Background: an optimization exercise with open tools, aiming at small area, a short achievable clock period and few clock cycles per item. Do not read the settings as production practice.
RTL that was checked went through simulation tests only; none was proved equivalent to the original.

==> inputs of tundra <==
==> flow/design.v <==
package tspsa_pkg;
    localparam int PACKET_BYTES   = 188;
    localparam int LENGTH_BITS    = 20;
    localparam int WORD_LANES     = 8;
    localparam int WORDS          = (PACKET_BYTES + WORD_LANES - 1) / WORD_LANES;
    localparam int ROW_BITS       = $clog2(WORDS);
    localparam int LANE_BITS      = $clog2(WORD_LANES);
    localparam int FILL_BITS      = $clog2(PACKET_BYTES + 1);
    localparam int LAST_BYTES     = PACKET_BYTES - WORD_LANES * (WORDS - 1);
    localparam logic [7:0] SYNC_BYTE = 8'h47;
    typedef struct packed {
        logic [7:0]             data_byte;
        logic                   first_of_buffer;
        logic [LENGTH_BITS-1:0] buffer_length;
    } in_item_t;
    typedef struct packed {
        logic [63:0] packet_word;
        logic [3:0]  word_bytes;
        logic        last_word;
    } out_item_t;
endpackage
module tspsa_store (
    input  logic                              clk,
    input  logic                              wr_en,
    input  logic [tspsa_pkg::FILL_BITS-1:0]   wr_addr,
    input  logic [7:0]                        wr_data,
    input  logic [tspsa_pkg::WORDS-1:0]       rd_sel,
    output logic [63:0]                       rd_data
);
    localparam int PB = tspsa_pkg::PACKET_BYTES;
    localparam int WL = tspsa_pkg::WORD_LANES;
    localparam int NW = tspsa_pkg::WORDS;
    localparam int LN = tspsa_pkg::LANE_BITS;
    localparam int RB = tspsa_pkg::ROW_BITS;
    logic [7:0]    mem [1:PB-1];
    logic [NW-1:0] wr_row;
    logic [WL-1:0] wr_lane;
    always_comb
    begin
        for (int r = 0; r < NW; r++)
        begin
            wr_row[r] = wr_en && (wr_addr[LN +: RB] == RB'(r));
        end
        for (int k = 0; k < WL; k++)
        begin
            wr_lane[k] = (wr_addr[LN-1:0] == LN'(k));
        end
    end
    for (genvar i = 1; i < PB; i++)
    begin : g_byte
        always_ff @(posedge clk)
        begin
            if (wr_row[i / WL] && wr_lane[i % WL])
            begin
                mem[i] <= wr_data;
            end
        end
    end
    logic [63:0] rows [NW];
    for (genvar r = 0; r < NW; r++)
    begin : g_row
        for (genvar k = 0; k < WL; k++)
        begin : g_lane
            if (r * WL + k == 0)
            begin : g_sync
                assign rows[r][8*k +: 8] = tspsa_pkg::SYNC_BYTE;
            end
            else if (r * WL + k < PB)
            begin : g_data
                assign rows[r][8*k +: 8] = mem[r * WL + k];
            end
            else
            begin : g_zero
                assign rows[r][8*k +: 8] = 8'h00;
            end
        end
    end
    always_comb
    begin
        rd_data = '0;
        for (int r = 0; r < NW; r++)
        begin
            rd_data = rd_data | (rows[r] & {64{rd_sel[r]}});
        end
    end
endmodule
module tspsa_scan (
    input  logic                                 clk,
    input  logic                                 rst_n,
    input  logic                                 accept,
    input  tspsa_pkg::in_item_t                  item,
    input  logic                                 cfg_we,
    input  logic                                 cfg_data,
    output logic                                 wr_en,
    output logic [tspsa_pkg::FILL_BITS-1:0]      wr_addr,
    output logic [7:0]                           wr_data,
    output logic                                 done,
    output logic [tspsa_pkg::FILL_BITS-1:0]      fill
);
    localparam logic [1:0] MODE_SEARCH   = 2'd0;
    localparam logic [1:0] MODE_CAPTURE  = 2'd1;
    localparam logic [1:0] MODE_TAIL     = 2'd2;
    localparam logic [1:0] MODE_COMPLETE = 2'd3;
    localparam int LB = tspsa_pkg::LENGTH_BITS;
    localparam int FB = tspsa_pkg::FILL_BITS;
    localparam logic [LB-1:0] POS_MAX = {LB{1'b1}};
    localparam logic [LB:0]   PKT_LEN = (LB+1)'(tspsa_pkg::PACKET_BYTES);
    localparam logic [FB-1:0] FILL_LAST = FB'(tspsa_pkg::PACKET_BYTES - 1);
    localparam logic [LB:0]   END_MAX = {1'b0, POS_MAX} + PKT_LEN;
    logic          enable_reg;
    logic [LB:0]   end_reg;
    logic          ignored_reg;
    logic [LB:0]   end_base;
    logic          ignored_next;
    logic          v1, ig1, f1, room1;
    logic [7:0]    d1;
    always_comb
    begin
        end_base     = item.first_of_buffer ? PKT_LEN : end_reg;
        ignored_next = item.first_of_buffer
                     ? !(enable_reg && ({1'b0, item.buffer_length} >= PKT_LEN))
                     : ignored_reg;
    end
    always_ff @(posedge clk or negedge rst_n)
    begin
        if (!rst_n)
        begin
            enable_reg  <= 1'b0;
            end_reg     <= PKT_LEN;
            ignored_reg <= 1'b0;
            v1          <= 1'b0;
        end
        else
        begin
            if (cfg_we)
            begin
                enable_reg <= cfg_data;
            end
            v1 <= accept;
            if (accept)
            begin
                end_reg     <= (end_base != END_MAX) ? end_base + (LB+1)'(1) : end_base;
                ignored_reg <= ignored_next;
            end
        end
    end
    always_ff @(posedge clk)
    begin
        ig1   <= ignored_next;
        f1    <= item.first_of_buffer;
        d1    <= item.data_byte;
        room1 <= {1'b0, item.buffer_length} >= end_base;
    end
    logic [FB-1:0] fill_reg, fill_next;
    logic [1:0]    mode_reg, mode_next, mode_base;
    logic          we_next, done_next, do_gather, do_scan, sync;
    always_comb
    begin
        fill_next = fill_reg;
        mode_next = mode_reg;
        we_next   = 1'b0;
        done_next = 1'b0;
        do_gather = 1'b0;
        do_scan   = 1'b0;
        sync      = (d1 == tspsa_pkg::SYNC_BYTE);
        mode_base = f1 ? MODE_SEARCH : mode_reg;
        if (v1)
        begin
            mode_next = mode_base;
            if (!ig1)
            begin
                if (f1)
                begin
                    if (fill_reg != '0 && !sync)
                    begin
                        mode_next = MODE_COMPLETE;
                        do_gather = 1'b1;
                    end
                    else
                    begin
                        fill_next = '0;
                        do_scan   = 1'b1;
                    end
                end
                else
                begin
                    case (mode_base)
                        MODE_CAPTURE,
                        MODE_COMPLETE: do_gather = 1'b1;
                        MODE_TAIL:
                        begin
                            if (fill_reg < FILL_LAST)
                            begin
                                we_next   = 1'b1;
                                fill_next = fill_reg + FB'(1);
                            end
                        end
                        default: do_scan = 1'b1;
                    endcase
                end
                if (do_gather)
                begin
                    we_next = 1'b1;
                    if (fill_reg == FILL_LAST)
                    begin
                        fill_next = '0;
                        mode_next = MODE_SEARCH;
                        done_next = 1'b1;
                    end
                    else
                    begin
                        fill_next = fill_reg + FB'(1);
                    end
                end
                if (do_scan && sync)
                begin
                    fill_next = FB'(1);
                    mode_next = room1 ? MODE_CAPTURE : MODE_TAIL;
                end
            end
        end
    end
    always_ff @(posedge clk or negedge rst_n)
    begin
        if (!rst_n)
        begin
            fill_reg <= '0;
            mode_reg <= MODE_SEARCH;
            done     <= 1'b0;
        end
        else
        begin
            fill_reg <= fill_next;
            mode_reg <= mode_next;
            done     <= done_next;
        end
    end
    assign wr_en   = we_next;
    assign wr_addr = fill_reg;
    assign wr_data = d1;
    assign fill    = fill_reg;
endmodule
module tspsa_emit (
    input  logic                           clk,
    input  logic                           rst_n,
    input  logic                           start,
    input  logic [63:0]                    rd_data,
    output logic [tspsa_pkg::WORDS-1:0]    rd_sel,
    output logic [tspsa_pkg::ROW_BITS-1:0] rd_row,
    output logic                           pending,
    input  logic                           out_ready,
    output logic                           out_valid,
    output tspsa_pkg::out_item_t           out_word
);
    localparam int RB = tspsa_pkg::ROW_BITS;
    localparam int NW = tspsa_pkg::WORDS;
    localparam logic [RB-1:0] ROW_LAST = RB'(tspsa_pkg::WORDS - 1);
    logic                 pend_reg;
    logic [RB-1:0]        row_reg;
    logic [NW-1:0]        sel_reg;
    logic                 out_valid_reg;
    tspsa_pkg::out_item_t out_reg;
    logic [63:0]          word_reg;
    logic                 last_reg;
    logic                 load;
    logic                 row_last;
    assign load     = pend_reg && (!out_valid_reg || out_ready);
    assign row_last = sel_reg[NW-1];
    always_ff @(posedge clk or negedge rst_n)
    begin
        if (!rst_n)
        begin
            pend_reg      <= 1'b0;
            row_reg       <= '0;
            sel_reg       <= '0;
            out_valid_reg <= 1'b0;
        end
        else
        begin
            if (start)
            begin
                pend_reg <= 1'b1;
                row_reg  <= '0;
                sel_reg  <= NW'(1);
            end
            else if (load)
            begin
                row_reg <= row_reg + RB'(1);
                sel_reg <= sel_reg << 1;
                if (row_last)
                begin
                    pend_reg <= 1'b0;
                end
            end
            if (load)
            begin
                out_valid_reg <= 1'b1;
            end
            else if (out_ready)
            begin
                out_valid_reg <= 1'b0;
            end
        end
    end
    always_ff @(posedge clk)
    begin
        if (load)
        begin
            word_reg <= rd_data;
            last_reg <= row_last;
        end
    end
    assign out_reg.packet_word = word_reg;
    assign out_reg.word_bytes  = last_reg ? 4'(tspsa_pkg::LAST_BYTES)
                                          : 4'(tspsa_pkg::WORD_LANES);
    assign out_reg.last_word   = last_reg;
    assign rd_row    = row_reg;
    assign rd_sel    = sel_reg;
    assign pending   = pend_reg;
    assign out_valid = out_valid_reg;
    assign out_word  = out_reg;
endmodule
module ts_packet_sync_aligner_unit (
    input  logic                 clk,
    input  logic                 rst_n,
    input  logic                 in_valid,
    output logic                 in_ready,
    input  tspsa_pkg::in_item_t  in_word,
    output logic                 out_valid,
    input  logic                 out_ready,
    output tspsa_pkg::out_item_t out_word,
    input  logic                 cfg_valid,
    output logic                 cfg_ready,
    input  logic                 cfg_data
);
    localparam int FB = tspsa_pkg::FILL_BITS;
    localparam int RB = tspsa_pkg::ROW_BITS;
    logic                        in_ready_reg;
    logic                        wr_en;
    logic [FB-1:0]               wr_addr;
    logic [7:0]                  wr_data;
    logic                        done;
    logic [FB-1:0]               fill;
    logic [RB-1:0]               rd_row;
    logic [tspsa_pkg::WORDS-1:0] rd_sel;
    logic [63:0]                 rd_data;
    logic                        pending;
    logic                        ready_next;
    logic [FB:0]                 fill_ahead;
    assign cfg_ready = 1'b1;
    assign in_ready  = in_ready_reg;
    assign fill_ahead = {1'b0, fill} + (FB+1)'(2);
    always_comb
    begin
        if (done)
        begin
            ready_next = !out_valid;
        end
        else if (pending)
        begin
            ready_next = ({1'b0, fill_ahead[FB:3]} < ({1'b0, rd_row} + (RB+1)'(!out_valid)));
        end
        else
        begin
            ready_next = (fill != FB'(tspsa_pkg::PACKET_BYTES - 1)) || !out_valid;
        end
    end
    always_ff @(posedge clk or negedge rst_n)
    begin
        if (!rst_n)
        begin
            in_ready_reg <= 1'b1;
        end
        else
        begin
            in_ready_reg <= ready_next;
        end
    end
    tspsa_scan u_scan (
        .clk      (clk),
        .rst_n    (rst_n),
        .accept   (in_valid && in_ready_reg),
        .item     (in_word),
        .cfg_we   (cfg_valid),
        .cfg_data (cfg_data),
        .wr_en    (wr_en),
        .wr_addr  (wr_addr),
        .wr_data  (wr_data),
        .done     (done),
        .fill     (fill)
    );
    tspsa_store u_store (
        .clk     (clk),
        .wr_en   (wr_en),
        .wr_addr (wr_addr),
        .wr_data (wr_data),
        .rd_sel  (rd_sel),
        .rd_data (rd_data)
    );
    tspsa_emit u_emit (
        .clk       (clk),
        .rst_n     (rst_n),
        .start     (done),
        .rd_data   (rd_data),
        .rd_sel    (rd_sel),
        .rd_row    (rd_row),
        .pending   (pending),
        .out_ready (out_ready),
        .out_valid (out_valid),
        .out_word  (out_word)
    );
endmodule
==> flow/run.sh <==
#!/bin/bash
# synth_recipe.tcl (not shown) runs the flow's synth.tcl, then flattens the netlist and writes it again
# the make line also repeats each setting of config.mk as NAME=value (left out here)
make -C /OpenROAD-flow-scripts/flow DESIGN_CONFIG=/design/flow/config.mk WORK_HOME=/design/flow/orfs CLKGATE_MAP_FILE= SYNTH_SCRIPT=/design/flow/synth_recipe.tcl finish
==> flow/config.mk <==
export PLATFORM = sky130hd
export DESIGN_NAME = ts_packet_sync_aligner_unit
export DESIGN_NICKNAME = ts_packet_sync_aligner_unit
export VERILOG_FILES = /design/flow/design.v
export SDC_FILE = /design/flow/constraint.sdc
export NUM_CORES = 4
export LEC_CHECK = 0
export CAP_MARGIN = 20
export CORE_MARGIN = 2
export CORE_UTILIZATION = 40
export SLEW_MARGIN = 20
==> flow/constraint.sdc <==
create_clock -name core_clock -period 3.6 [get_ports {clk}]
set_input_delay 0.7200 -clock core_clock [delete_from_list [all_inputs] [get_ports {clk}]]
set_output_delay 0.7200 -clock core_clock [all_outputs]
set_load 0.01 [all_outputs]
==> inputs of violet, as changes to tundra <==
==> flow/design.v, changed modules only <==
module tspsa_store (
    input  logic                              clk,
    input  logic                              wr_en,
    input  logic [tspsa_pkg::FILL_BITS-1:0]   wr_addr,
    input  logic [7:0]                        wr_data,
    input  logic [tspsa_pkg::ROW_BITS-1:0]    rd_row,
    output logic [63:0]                       rd_data
);
    localparam int PB = tspsa_pkg::PACKET_BYTES;
    localparam int WL = tspsa_pkg::WORD_LANES;
    localparam int NW = tspsa_pkg::WORDS;
    logic [7:0] mem [1:PB-1];
    for (genvar i = 1; i < PB; i++)
    begin : g_byte
        always_ff @(posedge clk)
        begin
            if (wr_en && wr_addr == tspsa_pkg::FILL_BITS'(i))
            begin
                mem[i] <= wr_data;
            end
        end
    end
    logic [63:0] rows [NW];
    for (genvar r = 0; r < NW; r++)
    begin : g_row
        for (genvar k = 0; k < WL; k++)
        begin : g_lane
            if (r * WL + k == 0)
            begin : g_sync
                assign rows[r][8*k +: 8] = tspsa_pkg::SYNC_BYTE;
            end
            else if (r * WL + k < PB)
            begin : g_data
                assign rows[r][8*k +: 8] = mem[r * WL + k];
            end
            else
            begin : g_zero
                assign rows[r][8*k +: 8] = 8'h00;
            end
        end
    end
    assign rd_data = rows[rd_row];
endmodule
module tspsa_scan (
    input  logic                                 clk,
    input  logic                                 rst_n,
    input  logic                                 v0,
    input  logic [7:0]                           d0,
    input  logic                                 f0,
    input  logic [tspsa_pkg::LENGTH_BITS-1:0]    l0,
    input  logic                                 e0,
    output logic                                 wr_en,
    output logic [tspsa_pkg::FILL_BITS-1:0]      wr_addr,
    output logic [7:0]                           wr_data,
    output logic                                 done,
    output logic [tspsa_pkg::FILL_BITS-1:0]      fill
);
    localparam logic [1:0] MODE_SEARCH   = 2'd0;
    localparam logic [1:0] MODE_CAPTURE  = 2'd1;
    localparam logic [1:0] MODE_TAIL     = 2'd2;
    localparam logic [1:0] MODE_COMPLETE = 2'd3;
    localparam int LB = tspsa_pkg::LENGTH_BITS;
    localparam int FB = tspsa_pkg::FILL_BITS;
    localparam logic [LB-1:0] POS_MAX = {LB{1'b1}};
    localparam logic [LB:0]   PKT_LEN = (LB+1)'(tspsa_pkg::PACKET_BYTES);
    localparam logic [FB-1:0] FILL_LAST = FB'(tspsa_pkg::PACKET_BYTES - 1);
    logic [LB-1:0] pos_reg;
    logic          ignored_reg;
    logic [LB-1:0] pos_base;
    logic          ignored_next;
    logic          v1, ig1, f1, room1;
    logic [7:0]    d1;
    always_comb
    begin
        pos_base     = f0 ? '0 : pos_reg;
        ignored_next = f0 ? !(e0 && ({1'b0, l0} >= PKT_LEN)) : ignored_reg;
    end
    always_ff @(posedge clk or negedge rst_n)
    begin
        if (!rst_n)
        begin
            pos_reg     <= '0;
            ignored_reg <= 1'b0;
            v1          <= 1'b0;
        end
        else
        begin
            v1 <= v0;
            if (v0)
            begin
                pos_reg     <= (pos_base < POS_MAX) ? pos_base + LB'(1) : pos_base;
                ignored_reg <= ignored_next;
            end
        end
    end
    always_ff @(posedge clk)
    begin
        ig1   <= ignored_next;
        f1    <= f0;
        d1    <= d0;
        room1 <= {1'b0, l0} >= ({1'b0, pos_base} + PKT_LEN);
    end
    logic [FB-1:0] fill_reg, fill_next;
    logic [1:0]    mode_reg, mode_next, mode_base;
    logic          we_next, done_next, do_gather, do_scan, sync;
    always_comb
    begin
        fill_next = fill_reg;
        mode_next = mode_reg;
        we_next   = 1'b0;
        done_next = 1'b0;
        do_gather = 1'b0;
        do_scan   = 1'b0;
        sync      = (d1 == tspsa_pkg::SYNC_BYTE);
        mode_base = f1 ? MODE_SEARCH : mode_reg;
        if (v1)
        begin
            mode_next = mode_base;
            if (!ig1)
            begin
                if (f1)
                begin
                    if (fill_reg != '0 && !sync)
                    begin
                        mode_next = MODE_COMPLETE;
                        do_gather = 1'b1;
                    end
                    else
                    begin
                        fill_next = '0;
                        do_scan   = 1'b1;
                    end
                end
                else
                begin
                    case (mode_base)
                        MODE_CAPTURE,
                        MODE_COMPLETE: do_gather = 1'b1;
                        MODE_TAIL:
                        begin
                            if (fill_reg < FILL_LAST)
                            begin
                                we_next   = 1'b1;
                                fill_next = fill_reg + FB'(1);
                            end
                        end
                        default: do_scan = 1'b1;
                    endcase
                end
                if (do_gather)
                begin
                    we_next = 1'b1;
                    if (fill_reg == FILL_LAST)
                    begin
                        fill_next = '0;
                        mode_next = MODE_SEARCH;
                        done_next = 1'b1;
                    end
                    else
                    begin
                        fill_next = fill_reg + FB'(1);
                    end
                end
                if (do_scan && sync)
                begin
                    fill_next = FB'(1);
                    mode_next = room1 ? MODE_CAPTURE : MODE_TAIL;
                end
            end
        end
    end
    always_ff @(posedge clk or negedge rst_n)
    begin
        if (!rst_n)
        begin
            fill_reg <= '0;
            mode_reg <= MODE_SEARCH;
            wr_en    <= 1'b0;
            done     <= 1'b0;
        end
        else
        begin
            fill_reg <= fill_next;
            mode_reg <= mode_next;
            wr_en    <= we_next;
            done     <= done_next;
        end
    end
    always_ff @(posedge clk)
    begin
        wr_addr <= fill_reg;
        wr_data <= d1;
    end
    assign fill = fill_reg;
endmodule
module tspsa_emit (
    input  logic                           clk,
    input  logic                           rst_n,
    input  logic                           start,
    input  logic [63:0]                    rd_data,
    output logic [tspsa_pkg::ROW_BITS-1:0] rd_row,
    output logic                           pending,
    input  logic                           out_ready,
    output logic                           out_valid,
    output tspsa_pkg::out_item_t           out_word
);
    localparam int RB = tspsa_pkg::ROW_BITS;
    localparam logic [RB-1:0] ROW_LAST = RB'(tspsa_pkg::WORDS - 1);
    logic                 pend_reg;
    logic [RB-1:0]        row_reg;
    logic                 out_valid_reg;
    tspsa_pkg::out_item_t out_reg;
    logic                 load;
    logic                 row_last;
    assign load     = pend_reg && (!out_valid_reg || out_ready);
    assign row_last = (row_reg == ROW_LAST);
    always_ff @(posedge clk or negedge rst_n)
    begin
        if (!rst_n)
        begin
            pend_reg      <= 1'b0;
            row_reg       <= '0;
            out_valid_reg <= 1'b0;
        end
        else
        begin
            if (start)
            begin
                pend_reg <= 1'b1;
                row_reg  <= '0;
            end
            else if (load)
            begin
                row_reg <= row_reg + RB'(1);
                if (row_last)
                begin
                    pend_reg <= 1'b0;
                end
            end
            if (load)
            begin
                out_valid_reg <= 1'b1;
            end
            else if (out_ready)
            begin
                out_valid_reg <= 1'b0;
            end
        end
    end
    always_ff @(posedge clk)
    begin
        if (load)
        begin
            out_reg.packet_word <= rd_data;
            out_reg.word_bytes  <= row_last ? 4'(tspsa_pkg::LAST_BYTES)
                                            : 4'(tspsa_pkg::WORD_LANES);
            out_reg.last_word   <= row_last;
        end
    end
    assign rd_row    = row_reg;
    assign pending   = pend_reg;
    assign out_valid = out_valid_reg;
    assign out_word  = out_reg;
endmodule
module ts_packet_sync_aligner_unit (
    input  logic                 clk,
    input  logic                 rst_n,
    input  logic                 in_valid,
    output logic                 in_ready,
    input  tspsa_pkg::in_item_t  in_word,
    output logic                 out_valid,
    input  logic                 out_ready,
    output tspsa_pkg::out_item_t out_word,
    input  logic                 cfg_valid,
    output logic                 cfg_ready,
    input  logic                 cfg_data
);
    localparam int FB = tspsa_pkg::FILL_BITS;
    localparam int RB = tspsa_pkg::ROW_BITS;
    localparam int LB = tspsa_pkg::LENGTH_BITS;
    logic          enable_reg;
    logic          in_ready_reg;
    logic          v0;
    logic [7:0]    d0;
    logic          f0;
    logic [LB-1:0] l0;
    logic          e0;
    logic          wr_en;
    logic [FB-1:0] wr_addr;
    logic [7:0]    wr_data;
    logic          done;
    logic [FB-1:0] fill;
    logic [RB-1:0] rd_row;
    logic [63:0]   rd_data;
    logic          pending;
    logic          ready_next;
    logic [FB:0]   fill_ahead;
    assign cfg_ready = 1'b1;
    assign in_ready  = in_ready_reg;
    always_ff @(posedge clk or negedge rst_n)
    begin
        if (!rst_n)
        begin
            enable_reg <= 1'b0;
            v0         <= 1'b0;
        end
        else
        begin
            if (cfg_valid)
            begin
                enable_reg <= cfg_data;
            end
            v0 <= in_valid && in_ready_reg;
        end
    end
    always_ff @(posedge clk)
    begin
        d0 <= in_word.data_byte;
        f0 <= in_word.first_of_buffer;
        l0 <= in_word.buffer_length;
        e0 <= enable_reg;
    end
    assign fill_ahead = {1'b0, fill} + (FB+1)'(3);
    always_comb
    begin
        if (done)
        begin
            ready_next = !out_valid;
        end
        else if (pending)
        begin
            ready_next = ({1'b0, fill_ahead[FB:3]} < ({1'b0, rd_row} + (RB+1)'(!out_valid)));
        end
        else
        begin
            ready_next = (fill < FB'(tspsa_pkg::PACKET_BYTES - 3)) || !out_valid;
        end
    end
    always_ff @(posedge clk or negedge rst_n)
    begin
        if (!rst_n)
        begin
            in_ready_reg <= 1'b1;
        end
        else
        begin
            in_ready_reg <= ready_next;
        end
    end
    tspsa_scan u_scan (
        .clk     (clk),
        .rst_n   (rst_n),
        .v0      (v0),
        .d0      (d0),
        .f0      (f0),
        .l0      (l0),
        .e0      (e0),
        .wr_en   (wr_en),
        .wr_addr (wr_addr),
        .wr_data (wr_data),
        .done    (done),
        .fill    (fill)
    );
    tspsa_store u_store (
        .clk     (clk),
        .wr_en   (wr_en),
        .wr_addr (wr_addr),
        .wr_data (wr_data),
        .rd_row  (rd_row),
        .rd_data (rd_data)
    );
    tspsa_emit u_emit (
        .clk       (clk),
        .rst_n     (rst_n),
        .start     (done),
        .rd_data   (rd_data),
        .rd_row    (rd_row),
        .pending   (pending),
        .out_ready (out_ready),
        .out_valid (out_valid),
        .out_word  (out_word)
    );
endmodule
==> flow_summary.json <==
{
  "result_of_the_run": "finished clean",
  "p_int_mw": 35.72,
  "critical_path.n_buffers_inverters": 3,
  "place_hpwl_mm": 139.6,
  "num_tap_cells": 2072,
  "avgSynthCellArea_um2": 16.82,
  "track_usage": 0.2642,
  "fin_util": 0.4747,
  "fraction_of_standard_cell_area_in_multi_input_logic": 0.1777,
  "ff_latch_count": 1663
}
the above is filed under violet

==> flow_summary.json <==
{
  "result_of_the_run": "finished clean",
  "avgSynthCellArea_um2": 17.33,
  "num_tap_cells": 2016,
  "critical_path.n_buffers_inverters": 2,
  "track_usage": 0.2471,
  "ff_latch_count": 1639,
  "sequential_power_mw": 22.4,
  "finish.instance_area_um2": 70060,
  "p_int_mw": 33.23,
  "fin_util": 0.4667,
  "synthArstFlopShare": 0.04088
}
the above is filed under tundra

Testbench counts of violet, summed over its fixed seeds: cycles 67,949, packets 359.
The RTL of tundra was laid out without a check of its function.

[port drivers added, routing unchanged]
Ports are ideal in the flow. The routed layouts listed here were re-timed in OpenROAD.
Step 1 (the two cells are an assumption about what drives the block):
set clk [get_ports {clk}]
set_driving_cell -lib_cell sky130_fd_sc_hd__clkbuf_16 $clk
set_driving_cell -lib_cell sky130_fd_sc_hd__buf_2 [delete_from_list [all_inputs] $clk]
Step 2 moves the port delays by t, midway between the first and last clock arrival at a register: inputs arrive t later, outputs are due t later. That takes back most of the time a late clock gives input paths.
Slacks: no drivers / after step 1 / after step 2; pairs: no drivers / after step 1.
run	t (ns)	setup slack, ns	worst hold slack (ns)	worst setup path after step 2	worst register clock-pin slew, ns	worst data-port slew with drivers (ns)
tundra	0.863	0.399 / 0.399 / 0.399	0.383 / 0.339 / 0.475	register to register	0.07 / 0.07	0.04
violet	0.878	0.038 / 0.038 / 0.038	0.035 / -0.017 / 0.326	register to register	0.07 / 0.07	0.05
After both steps every run listed still meets setup and hold.
